What follows belongs to an exercise in optimizing a design on an open flow for small area, a short achievable clock period and few clock cycles per item; a production flow would make more cautious choices. At most, simulation tests tie the RTL to the original design; equivalence was not proved.

==> job 1917 <==
Design rgb_to_hue_saturation_top, start of the top module:
module rgb_to_hue_saturation_top (
    input  logic       i_clk,
    input  logic       i_rst_n,
    input  logic       i_valid,
    output logic       o_ready,
    input  logic [7:0] i_red,
    input  logic [7:0] i_green,
    input  logic [7:0] i_blue,
    output logic       o_valid,
    input  logic       i_ready,
    output logic [7:0] o_hue,
    output logic [7:0] o_saturation
);
clock: 5.5 ns
lec_check: 0
abc_clock_period_in_ps: 2500
cap_margin: 20
core_margin: 2
core_utilization: 40
setup_slack_margin: 3.0
slew_margin: 20
run.sh (not shown) runs the stock make flow with config.mk's settings and CLKGATE_MAP_FILE= SYNTH_SCRIPT=/design/flow/synth_recipe.tcl, a recipe that flattens the netlist after the stock synthesis.
==> job 3768 (differences from job 1917) <==
--- a/flow/design.v
+++ b/flow/design.v
@@ -59,11 +59,11 @@
     logic [0:0] w_hq7_0;
     logic [0:0] w_sq7_0;
     logic [7:0] w_hr7_0;
     logic [7:0] w_sr7_0;
     logic [8:0] w_hh9_1;
-    logic [8:0] w_sh9_1;
+    logic [7:0] w_sr_0;
     logic [2:0] w_hm_0;
     logic [7:0] r3_d;
     logic [8:0] r3_hh9;
     logic [0:0] r3_hl1;
     logic [0:0] r3_hl2;
@@ -71,20 +71,21 @@
     logic [0:0] r3_hl4;
     logic [0:0] r3_hl5;
     logic [2:0] r3_hm;
     logic [2:0] r3_j;
     logic [7:0] r3_mx;
-    logic [8:0] r3_sh9;
     logic [0:0] r3_sq7;
+    logic [7:0] r3_sr;
+    logic [8:0] w_sh9_1;
     logic [9:0] w_hdf_1;
     logic [9:0] w_sdf_1;
     logic [0:0] w_hq6_0;
     logic [0:0] w_sq6_0;
     logic [7:0] w_hr6_0;
     logic [7:0] w_sr6_0;
     logic [8:0] w_hh9_2;
-    logic [8:0] w_sh9_2;
+    logic [7:0] w_sr_1;
     logic [3:0] w_hv6_0;
     logic [0:0] w_hb6_0;
     logic [2:0] w_hm_1;
     logic [7:0] r4_d;
     logic [8:0] r4_hh9;
@@ -93,21 +94,22 @@
     logic [0:0] r4_hl3;
     logic [0:0] r4_hl4;
     logic [2:0] r4_hm;
     logic [2:0] r4_j;
     logic [7:0] r4_mx;
-    logic [8:0] r4_sh9;
     logic [0:0] r4_sq6;
     logic [0:0] r4_sq7;
+    logic [7:0] r4_sr;
+    logic [8:0] w_sh9_2;
     logic [9:0] w_hdf_2;
     logic [9:0] w_sdf_2;
     logic [0:0] w_hq5_0;
     logic [0:0] w_sq5_0;
     logic [7:0] w_hr5_0;
     logic [7:0] w_sr5_0;
     logic [8:0] w_hh9_3;
-    logic [8:0] w_sh9_3;
+    logic [7:0] w_sr_2;
     logic [3:0] w_hv5_0;
     logic [0:0] w_hb5_0;
     logic [2:0] w_hm_2;
     logic [7:0] r5_d;
     logic [0:0] r5_hb5;
@@ -116,22 +118,23 @@
     logic [0:0] r5_hl2;
     logic [0:0] r5_hl3;
     logic [2:0] r5_hm;
     logic [2:0] r5_j;
     logic [7:0] r5_mx;
-    logic [8:0] r5_sh9;
     logic [0:0] r5_sq5;
     logic [0:0] r5_sq6;
     logic [0:0] r5_sq7;
+    logic [7:0] r5_sr;
+    logic [8:0] w_sh9_3;
     logic [9:0] w_hdf_3;
     logic [9:0] w_sdf_3;
     logic [0:0] w_hq4_0;
     logic [0:0] w_sq4_0;
     logic [7:0] w_hr4_0;
     logic [7:0] w_sr4_0;
     logic [8:0] w_hh9_4;
-    logic [8:0] w_sh9_4;
+    logic [7:0] w_sr_3;
     logic [3:0] w_hv4_0;
     logic [0:0] w_hb4_0;
     logic [2:0] w_hm_3;
     logic [7:0] r6_d;
     logic [0:0] r6_hb4;
@@ -140,23 +143,24 @@
     logic [0:0] r6_hl1;
     logic [0:0] r6_hl2;
     logic [2:0] r6_hm;
     logic [2:0] r6_j;
     logic [7:0] r6_mx;
-    logic [8:0] r6_sh9;
     logic [0:0] r6_sq4;
     logic [0:0] r6_sq5;
     logic [0:0] r6_sq6;
     logic [0:0] r6_sq7;
+    logic [7:0] r6_sr;
+    logic [8:0] w_sh9_4;
     logic [9:0] w_hdf_4;
     logic [9:0] w_sdf_4;
     logic [0:0] w_hq3_0;
     logic [0:0] w_sq3_0;
     logic [7:0] w_hr3_0;
     logic [7:0] w_sr3_0;
     logic [8:0] w_hh9_5;
-    logic [8:0] w_sh9_5;
+    logic [7:0] w_sr_4;
     logic [3:0] w_hv3_0;
     logic [0:0] w_hb3_0;
     logic [2:0] w_hm_4;
     logic [7:0] r7_d;
     logic [0:0] r7_hb3;
@@ -165,24 +169,25 @@
     logic [8:0] r7_hh9;
     logic [0:0] r7_hl1;
     logic [2:0] r7_hm;
     logic [2:0] r7_j;
     logic [7:0] r7_mx;
-    logic [8:0] r7_sh9;
     logic [0:0] r7_sq3;
     logic [0:0] r7_sq4;
     logic [0:0] r7_sq5;
     logic [0:0] r7_sq6;
     logic [0:0] r7_sq7;
+    logic [7:0] r7_sr;
+    logic [8:0] w_sh9_5;
     logic [9:0] w_hdf_5;
     logic [9:0] w_sdf_5;
     logic [0:0] w_hq2_0;
     logic [0:0] w_sq2_0;
     logic [7:0] w_hr2_0;
     logic [7:0] w_sr2_0;
     logic [8:0] w_hh9_6;
-    logic [8:0] w_sh9_6;
+    logic [7:0] w_sr_5;
     logic [3:0] w_hv2_0;
     logic [0:0] w_hb2_0;
     logic [2:0] w_hm_5;
     logic [7:0] r8_d;
     logic [0:0] r8_hb2;
@@ -191,25 +196,26 @@
     logic [0:0] r8_hb5;
     logic [8:0] r8_hh9;
     logic [2:0] r8_hm;
     logic [2:0] r8_j;
     logic [7:0] r8_mx;
-    logic [8:0] r8_sh9;
     logic [0:0] r8_sq2;
     logic [0:0] r8_sq3;
     logic [0:0] r8_sq4;
     logic [0:0] r8_sq5;
     logic [0:0] r8_sq6;
     logic [0:0] r8_sq7;
+    logic [7:0] r8_sr;
+    logic [8:0] w_sh9_6;
     logic [9:0] w_hdf_6;
     logic [9:0] w_sdf_6;
     logic [0:0] w_hq1_0;
     logic [0:0] w_sq1_0;
     logic [7:0] w_hr1_0;
     logic [7:0] w_sr1_0;
     logic [8:0] w_hh9_7;
-    logic [8:0] w_sh9_7;
+    logic [7:0] w_sr_6;
     logic [3:0] w_hv1_0;
     logic [0:0] w_hb1_0;
     logic [2:0] w_hm_6;
     logic [7:0] r9_d;
     logic [0:0] r9_hb1;
@@ -219,18 +225,19 @@
     logic [0:0] r9_hb5;
     logic [8:0] r9_hh9;
     logic [2:0] r9_hm;
     logic [2:0] r9_j;
     logic [7:0] r9_mx;
-    logic [8:0] r9_sh9;
     logic [0:0] r9_sq1;
     logic [0:0] r9_sq2;
     logic [0:0] r9_sq3;
     logic [0:0] r9_sq4;
     logic [0:0] r9_sq5;
     logic [0:0] r9_sq6;
     logic [0:0] r9_sq7;
+    logic [7:0] r9_sr;
+    logic [8:0] w_sh9_7;
     logic [9:0] w_hdf_7;
     logic [9:0] w_sdf_7;
     logic [0:0] w_hq0_0;
     logic [0:0] w_sq0_0;
     logic [3:0] w_hv0_0;
@@ -254,16 +261,12 @@
     logic [7:0] w_SQ_0;
     logic [7:0] w_hue_0;
     logic [7:0] w_sat_0;
     logic [7:0] r11_hue;
     logic [7:0] r11_sat;
-    logic       r_sv;
-    logic       r_ordy;
-    logic [7:0] r_skid_hue;
-    logic [7:0] r_skid_sat;
-    logic       w_ofree;
-    logic       w_vin;
+    assign w_en    = !r_vld[10] || i_ready;
+    assign o_ready = w_en;
     assign w_c_rg_0 = i_red >= i_green;
     assign w_c_rb_0 = i_red >= i_blue;
     assign w_c_gb_0 = i_green >= i_blue;
     assign w_rmx_0 = r1_c_rg & r1_c_rb;
     assign w_gmx_0 = !r1_c_rg & r1_c_gb;
@@ -294,80 +297,87 @@
     assign w_hq7_0 = !w_hdf_0[9];
     assign w_sq7_0 = !w_sdf_0[9];
     assign w_hr7_0 = w_hdf_0[9] ? w_hh9_0[7:0] : w_hdf_0[7:0];
     assign w_sr7_0 = w_sdf_0[9] ? w_sh9_0[7:0] : w_sdf_0[7:0];
     assign w_hh9_1 = {w_hr7_0, w_hl6_0};
-    assign w_sh9_1 = {w_sr7_0, (r2_d[5] ^ (|r2_d[4:0]))};
+    assign w_sr_0 = w_sr7_0;
     assign w_hm_0 = {2'b0, w_hq7_0};
+    assign w_sh9_1 = {r3_sr, (r3_d[5] ^ (|r3_d[4:0]))};
     assign w_hdf_1 = {1'b0, r3_hh9} - {2'b0, r3_d};
-    assign w_sdf_1 = {1'b0, r3_sh9} - {2'b0, r3_mx};
+    assign w_sdf_1 = {1'b0, w_sh9_1} - {2'b0, r3_mx};
     assign w_hq6_0 = !w_hdf_1[9];
     assign w_sq6_0 = !w_sdf_1[9];
     assign w_hr6_0 = w_hdf_1[9] ? r3_hh9[7:0] : w_hdf_1[7:0];
-    assign w_sr6_0 = w_sdf_1[9] ? r3_sh9[7:0] : w_sdf_1[7:0];
+    assign w_sr6_0 = w_sdf_1[9] ? w_sh9_1[7:0] : w_sdf_1[7:0];
     assign w_hh9_2 = {w_hr6_0, r3_hl5};
-    assign w_sh9_2 = {w_sr6_0, (r3_d[4] ^ (|r3_d[3:0]))};
+    assign w_sr_1 = w_sr6_0;
     assign w_hv6_0 = {r3_hm, w_hq6_0};
     assign w_hb6_0 = w_hv6_0 >= 4'd6;
     assign w_hm_1 = 3'(w_hb6_0 ? w_hv6_0 - 4'd6 : w_hv6_0);
+    assign w_sh9_2 = {r4_sr, (r4_d[4] ^ (|r4_d[3:0]))};
     assign w_hdf_2 = {1'b0, r4_hh9} - {2'b0, r4_d};
-    assign w_sdf_2 = {1'b0, r4_sh9} - {2'b0, r4_mx};
+    assign w_sdf_2 = {1'b0, w_sh9_2} - {2'b0, r4_mx};
     assign w_hq5_0 = !w_hdf_2[9];
     assign w_sq5_0 = !w_sdf_2[9];
     assign w_hr5_0 = w_hdf_2[9] ? r4_hh9[7:0] : w_hdf_2[7:0];
-    assign w_sr5_0 = w_sdf_2[9] ? r4_sh9[7:0] : w_sdf_2[7:0];
+    assign w_sr5_0 = w_sdf_2[9] ? w_sh9_2[7:0] : w_sdf_2[7:0];
     assign w_hh9_3 = {w_hr5_0, r4_hl4};
-    assign w_sh9_3 = {w_sr5_0, (r4_d[3] ^ (|r4_d[2:0]))};
+    assign w_sr_2 = w_sr5_0;
     assign w_hv5_0 = {r4_hm, w_hq5_0};
     assign w_hb5_0 = w_hv5_0 >= 4'd6;
     assign w_hm_2 = 3'(w_hb5_0 ? w_hv5_0 - 4'd6 : w_hv5_0);
+    assign w_sh9_3 = {r5_sr, (r5_d[3] ^ (|r5_d[2:0]))};
     assign w_hdf_3 = {1'b0, r5_hh9} - {2'b0, r5_d};
-    assign w_sdf_3 = {1'b0, r5_sh9} - {2'b0, r5_mx};
+    assign w_sdf_3 = {1'b0, w_sh9_3} - {2'b0, r5_mx};
     assign w_hq4_0 = !w_hdf_3[9];
     assign w_sq4_0 = !w_sdf_3[9];
     assign w_hr4_0 = w_hdf_3[9] ? r5_hh9[7:0] : w_hdf_3[7:0];
-    assign w_sr4_0 = w_sdf_3[9] ? r5_sh9[7:0] : w_sdf_3[7:0];
+    assign w_sr4_0 = w_sdf_3[9] ? w_sh9_3[7:0] : w_sdf_3[7:0];
     assign w_hh9_4 = {w_hr4_0, r5_hl3};
-    assign w_sh9_4 = {w_sr4_0, (r5_d[2] ^ (|r5_d[1:0]))};
+    assign w_sr_3 = w_sr4_0;
     assign w_hv4_0 = {r5_hm, w_hq4_0};
     assign w_hb4_0 = w_hv4_0 >= 4'd6;
     assign w_hm_3 = 3'(w_hb4_0 ? w_hv4_0 - 4'd6 : w_hv4_0);
+    assign w_sh9_4 = {r6_sr, (r6_d[2] ^ (|r6_d[1:0]))};
     assign w_hdf_4 = {1'b0, r6_hh9} - {2'b0, r6_d};
-    assign w_sdf_4 = {1'b0, r6_sh9} - {2'b0, r6_mx};
+    assign w_sdf_4 = {1'b0, w_sh9_4} - {2'b0, r6_mx};
     assign w_hq3_0 = !w_hdf_4[9];
     assign w_sq3_0 = !w_sdf_4[9];
     assign w_hr3_0 = w_hdf_4[9] ? r6_hh9[7:0] : w_hdf_4[7:0];
-    assign w_sr3_0 = w_sdf_4[9] ? r6_sh9[7:0] : w_sdf_4[7:0];
+    assign w_sr3_0 = w_sdf_4[9] ? w_sh9_4[7:0] : w_sdf_4[7:0];
     assign w_hh9_5 = {w_hr3_0, r6_hl2};
-    assign w_sh9_5 = {w_sr3_0, (r6_d[1] ^ (|r6_d[0:0]))};
+    assign w_sr_4 = w_sr3_0;
     assign w_hv3_0 = {r6_hm, w_hq3_0};
     assign w_hb3_0 = w_hv3_0 >= 4'd6;
     assign w_hm_4 = 3'(w_hb3_0 ? w_hv3_0 - 4'd6 : w_hv3_0);
+    assign w_sh9_5 = {r7_sr, (r7_d[1] ^ (|r7_d[0:0]))};
     assign w_hdf_5 = {1'b0, r7_hh9} - {2'b0, r7_d};
-    assign w_sdf_5 = {1'b0, r7_sh9} - {2'b0, r7_mx};
+    assign w_sdf_5 = {1'b0, w_sh9_5} - {2'b0, r7_mx};
     assign w_hq2_0 = !w_hdf_5[9];
     assign w_sq2_0 = !w_sdf_5[9];
     assign w_hr2_0 = w_hdf_5[9] ? r7_hh9[7:0] : w_hdf_5[7:0];
-    assign w_sr2_0 = w_sdf_5[9] ? r7_sh9[7:0] : w_sdf_5[7:0];
+    assign w_sr2_0 = w_sdf_5[9] ? w_sh9_5[7:0] : w_sdf_5[7:0];
     assign w_hh9_6 = {w_hr2_0, r7_hl1};
-    assign w_sh9_6 = {w_sr2_0, r7_d[0]};
+    assign w_sr_5 = w_sr2_0;
     assign w_hv2_0 = {r7_hm, w_hq2_0};
     assign w_hb2_0 = w_hv2_0 >= 4'd6;
     assign w_hm_5 = 3'(w_hb2_0 ? w_hv2_0 - 4'd6 : w_hv2_0);
+    assign w_sh9_6 = {r8_sr, r8_d[0]};
     assign w_hdf_6 = {1'b0, r8_hh9} - {2'b0, r8_d};
-    assign w_sdf_6 = {1'b0, r8_sh9} - {2'b0, r8_mx};
+    assign w_sdf_6 = {1'b0, w_sh9_6} - {2'b0, r8_mx};
     assign w_hq1_0 = !w_hdf_6[9];
     assign w_sq1_0 = !w_sdf_6[9];
     assign w_hr1_0 = w_hdf_6[9] ? r8_hh9[7:0] : w_hdf_6[7:0];
-    assign w_sr1_0 = w_sdf_6[9] ? r8_sh9[7:0] : w_sdf_6[7:0];
+    assign w_sr1_0 = w_sdf_6[9] ? w_sh9_6[7:0] : w_sdf_6[7:0];
     assign w_hh9_7 = {w_hr1_0, 1'b0};
-    assign w_sh9_7 = {w_sr1_0, 1'b0};
+    assign w_sr_6 = w_sr1_0;
     assign w_hv1_0 = {r8_hm, w_hq1_0};
     assign w_hb1_0 = w_hv1_0 >= 4'd6;
     assign w_hm_6 = 3'(w_hb1_0 ? w_hv1_0 - 4'd6 : w_hv1_0);
+    assign w_sh9_7 = {r9_sr, 1'b0};
     assign w_hdf_7 = {1'b0, r9_hh9} - {2'b0, r9_d};
-    assign w_sdf_7 = {1'b0, r9_sh9} - {2'b0, r9_mx};
+    assign w_sdf_7 = {1'b0, w_sh9_7} - {2'b0, r9_mx};
     assign w_hq0_0 = !w_hdf_7[9];
     assign w_sq0_0 = !w_sdf_7[9];
     assign w_hv0_0 = {r9_hm, w_hq0_0};
     assign w_hb0_0 = w_hv0_0 >= 4'd6;
     assign w_hm_7 = 3'(w_hb0_0 ? w_hv0_0 - 4'd6 : w_hv0_0);
@@ -375,31 +385,15 @@
     assign w_hc_0 = (r9_j == 3'd1 || r9_j == 3'd4) ? (w_hm_7 >= 3'd1) : (r9_j == 3'd2 || r9_j == 3'd5) ? (w_hm_7 >= 3'd5) : (w_hm_7 >= 3'd3);
     assign w_hA_0 = (r9_j == 3'd0 ? 8'd0 : r9_j == 3'd1 ? 8'd42 : r9_j == 3'd2 ? 8'd85 : r9_j == 3'd3 ? 8'd127 : r9_j == 3'd4 ? 8'd169 : 8'd212) + {2'b0, r9_hb5, r9_hb4, r9_hb3, r9_hb2, r9_hb1, 1'b0};
     assign w_SQ_0 = {r10_sq7, r10_sq6, r10_sq5, r10_sq4, r10_sq3, r10_sq2, r10_sq1, r10_sq0};
     assign w_hue_0 = r10_z ? 8'd0 : (r10_hA + 8'(r10_hb0) + 8'(r10_hc));
     assign w_sat_0 = w_SQ_0;
-    assign w_en    = !r_sv;
-    assign o_ready = r_ordy;
-    assign w_ofree = !r_vld[10] || i_ready;
-    assign w_vin   = r_vld[9] && w_en;
     always_ff @(posedge i_clk) begin
         if (!i_rst_n) begin
             r_vld <= '0;
-            r_sv  <= 1'b0;
-            r_ordy <= 1'b1;
-        end else begin
-            if (w_en) r_vld[9:0] <= {r_vld[8:0], i_valid};
-            if (w_ofree) r_vld[10] <= r_sv || w_vin;
-            if (r_sv) begin
-                if (w_ofree) begin
-                    r_sv   <= 1'b0;
-                    r_ordy <= 1'b1;
-                end
-            end else if (w_vin && !w_ofree) begin
-                r_sv   <= 1'b1;
-                r_ordy <= 1'b0;
-            end
+        end else if (w_en) begin
+            r_vld <= {r_vld[9:0], i_valid};
         end
     end
     always_ff @(posedge i_clk) begin
         if (w_en) begin
             r1_B <= i_blue;
@@ -422,100 +416,100 @@
             r3_hl4 <= w_hl4_0;
             r3_hl5 <= w_hl5_0;
             r3_hm <= w_hm_0;
             r3_j <= r2_j;
             r3_mx <= r2_mx;
-            r3_sh9 <= w_sh9_1;
             r3_sq7 <= w_sq7_0;
+            r3_sr <= w_sr_0;
             r4_d <= r3_d;
             r4_hh9 <= w_hh9_2;
             r4_hl1 <= r3_hl1;
             r4_hl2 <= r3_hl2;
             r4_hl3 <= r3_hl3;
             r4_hl4 <= r3_hl4;
             r4_hm <= w_hm_1;
             r4_j <= r3_j;
             r4_mx <= r3_mx;
-            r4_sh9 <= w_sh9_2;
             r4_sq6 <= w_sq6_0;
             r4_sq7 <= r3_sq7;
+            r4_sr <= w_sr_1;
             r5_d <= r4_d;
             r5_hb5 <= w_hb5_0;
             r5_hh9 <= w_hh9_3;
             r5_hl1 <= r4_hl1;
             r5_hl2 <= r4_hl2;
             r5_hl3 <= r4_hl3;
             r5_hm <= w_hm_2;
             r5_j <= r4_j;
             r5_mx <= r4_mx;
-            r5_sh9 <= w_sh9_3;
             r5_sq5 <= w_sq5_0;
             r5_sq6 <= r4_sq6;
             r5_sq7 <= r4_sq7;
+            r5_sr <= w_sr_2;
             r6_d <= r5_d;
             r6_hb4 <= w_hb4_0;
             r6_hb5 <= r5_hb5;
             r6_hh9 <= w_hh9_4;
             r6_hl1 <= r5_hl1;
             r6_hl2 <= r5_hl2;
             r6_hm <= w_hm_3;
             r6_j <= r5_j;
             r6_mx <= r5_mx;
-            r6_sh9 <= w_sh9_4;
             r6_sq4 <= w_sq4_0;
             r6_sq5 <= r5_sq5;
             r6_sq6 <= r5_sq6;
             r6_sq7 <= r5_sq7;
+            r6_sr <= w_sr_3;
             r7_d <= r6_d;
             r7_hb3 <= w_hb3_0;
             r7_hb4 <= r6_hb4;
             r7_hb5 <= r6_hb5;
             r7_hh9 <= w_hh9_5;
             r7_hl1 <= r6_hl1;
             r7_hm <= w_hm_4;
             r7_j <= r6_j;
             r7_mx <= r6_mx;
-            r7_sh9 <= w_sh9_5;
             r7_sq3 <= w_sq3_0;
             r7_sq4 <= r6_sq4;
             r7_sq5 <= r6_sq5;
             r7_sq6 <= r6_sq6;
             r7_sq7 <= r6_sq7;
+            r7_sr <= w_sr_4;
             r8_d <= r7_d;
             r8_hb2 <= w_hb2_0;
             r8_hb3 <= r7_hb3;
             r8_hb4 <= r7_hb4;
             r8_hb5 <= r7_hb5;
             r8_hh9 <= w_hh9_6;
             r8_hm <= w_hm_5;
             r8_j <= r7_j;
             r8_mx <= r7_mx;
-            r8_sh9 <= w_sh9_6;
             r8_sq2 <= w_sq2_0;
             r8_sq3 <= r7_sq3;
             r8_sq4 <= r7_sq4;
             r8_sq5 <= r7_sq5;
             r8_sq6 <= r7_sq6;
             r8_sq7 <= r7_sq7;
+            r8_sr <= w_sr_5;
             r9_d <= r8_d;
             r9_hb1 <= w_hb1_0;
             r9_hb2 <= r8_hb2;
             r9_hb3 <= r8_hb3;
             r9_hb4 <= r8_hb4;
             r9_hb5 <= r8_hb5;
             r9_hh9 <= w_hh9_7;
             r9_hm <= w_hm_6;
             r9_j <= r8_j;
             r9_mx <= r8_mx;
-            r9_sh9 <= w_sh9_7;
             r9_sq1 <= w_sq1_0;
             r9_sq2 <= r8_sq2;
             r9_sq3 <= r8_sq3;
             r9_sq4 <= r8_sq4;
             r9_sq5 <= r8_sq5;
             r9_sq6 <= r8_sq6;
             r9_sq7 <= r8_sq7;
+            r9_sr <= w_sr_6;
             r10_hA <= w_hA_0;
             r10_hb0 <= w_hb0_0;
             r10_hc <= w_hc_0;
             r10_sq0 <= w_sq0_0;
             r10_sq1 <= r9_sq1;
@@ -524,22 +518,12 @@
             r10_sq4 <= r9_sq4;
             r10_sq5 <= r9_sq5;
             r10_sq6 <= r9_sq6;
             r10_sq7 <= r9_sq7;
             r10_z <= w_z_0;
-        end
-    end
-    always_ff @(posedge i_clk) begin
-        if (!r_sv && w_vin && !w_ofree) begin
-            r_skid_hue <= w_hue_0;
-            r_skid_sat <= w_sat_0;
-        end
-    end
-    always_ff @(posedge i_clk) begin
-        if (w_ofree) begin
-            r11_hue <= r_sv ? r_skid_hue : w_hue_0;
-            r11_sat <= r_sv ? r_skid_sat : w_sat_0;
+            r11_hue <= w_hue_0;
+            r11_sat <= w_sat_0;
         end
     end
     assign o_valid      = r_vld[10];
     assign o_hue        = r11_hue;
     assign o_saturation = r11_sat;
- ABC_CLOCK_PERIOD_IN_PS: 2500 -> 3000
- CTS_BUF_LIST: not set -> sky130_fd_sc_hd__clkbuf_4 sky130_fd_sc_hd__clkbuf_8
- SETUP_SLACK_MARGIN: 3.0 -> 2.5
==> impl_metrics.toml <==
[run_status]
outcome = "timing/DRC/antenna clean"

[placed_design]
place_ws_ps = 1934

[synth]
synth-seq-cells = 452

[floorplanning]
die_h_um = 246.7
die_area_sq_mm = 0.06085

[critical_path]
reg2reg_slack_ps = 2430

[global_route]
grt_pass1_wl_mm = 66.09
grt_use_met2_pct = 25.56

[sta]
skew_ps = 13.22

[cells_and_area]
antenna_cells = 0
Source of the figures above: job 1917

==> impl_metrics.toml <==
[run_status]
outcome = "timing/DRC/antenna clean"

[synth]
synth_xor_area_share_pct = 2.930
synth-seq-cells = 429

[global_route]
grt_use_met2_pct = 26.43

[clocking]
post_cts_resized = 34

[sta]
skew_ps = 33.92

[cells_and_area]
antenna_cells = 2

[critical_path]
reg2reg_slack_ps = 2510

[placed_design]
place_ws_ps = 1653

[floorplanning]
die_h_um = 242.3
Source of the figures above: job 3768

Testbench counts of job 1917, summed over its fixed seeds: cycles 16,088, items 16,000.
No functional check of the RTL was part of job 3768.

-- re-timing with driven ports --
No port has a modelled driver above. Below, the same layouts with a new extraction and two added sets of constraints.
Step 1 (the two cells are an assumption about what drives the block):
set clk [get_ports {i_clk}]
set_driving_cell -lib_cell sky130_fd_sc_hd__clkbuf_16 $clk
set_driving_cell -lib_cell sky130_fd_sc_hd__buf_2 [delete_from_list [all_inputs] $clk]
Step 2 times the ports against the registers' clock, not the clock port: input delays grow and output delays shrink by t, the midpoint of the rising clock arrivals with the driver on.
Slacks: ideal ports / drivers / drivers and shift; pairs: ideal ports / drivers.
| run | shift t [ns] | setup slack, ns | worst slew at a driven data input, ns |
|---|---|---|---|
| job 1917 | 0.650 | 2.427 / 2.427 / 2.427 | 0.04 |
| job 3768 | 0.671 | 2.512 / 2.512 / 2.228 | 0.03 |
After both steps every run listed still meets setup and hold. The setup slack of job 3768, which loses most, moves by 0.000 ns with the drivers and by -0.284 ns with both steps.
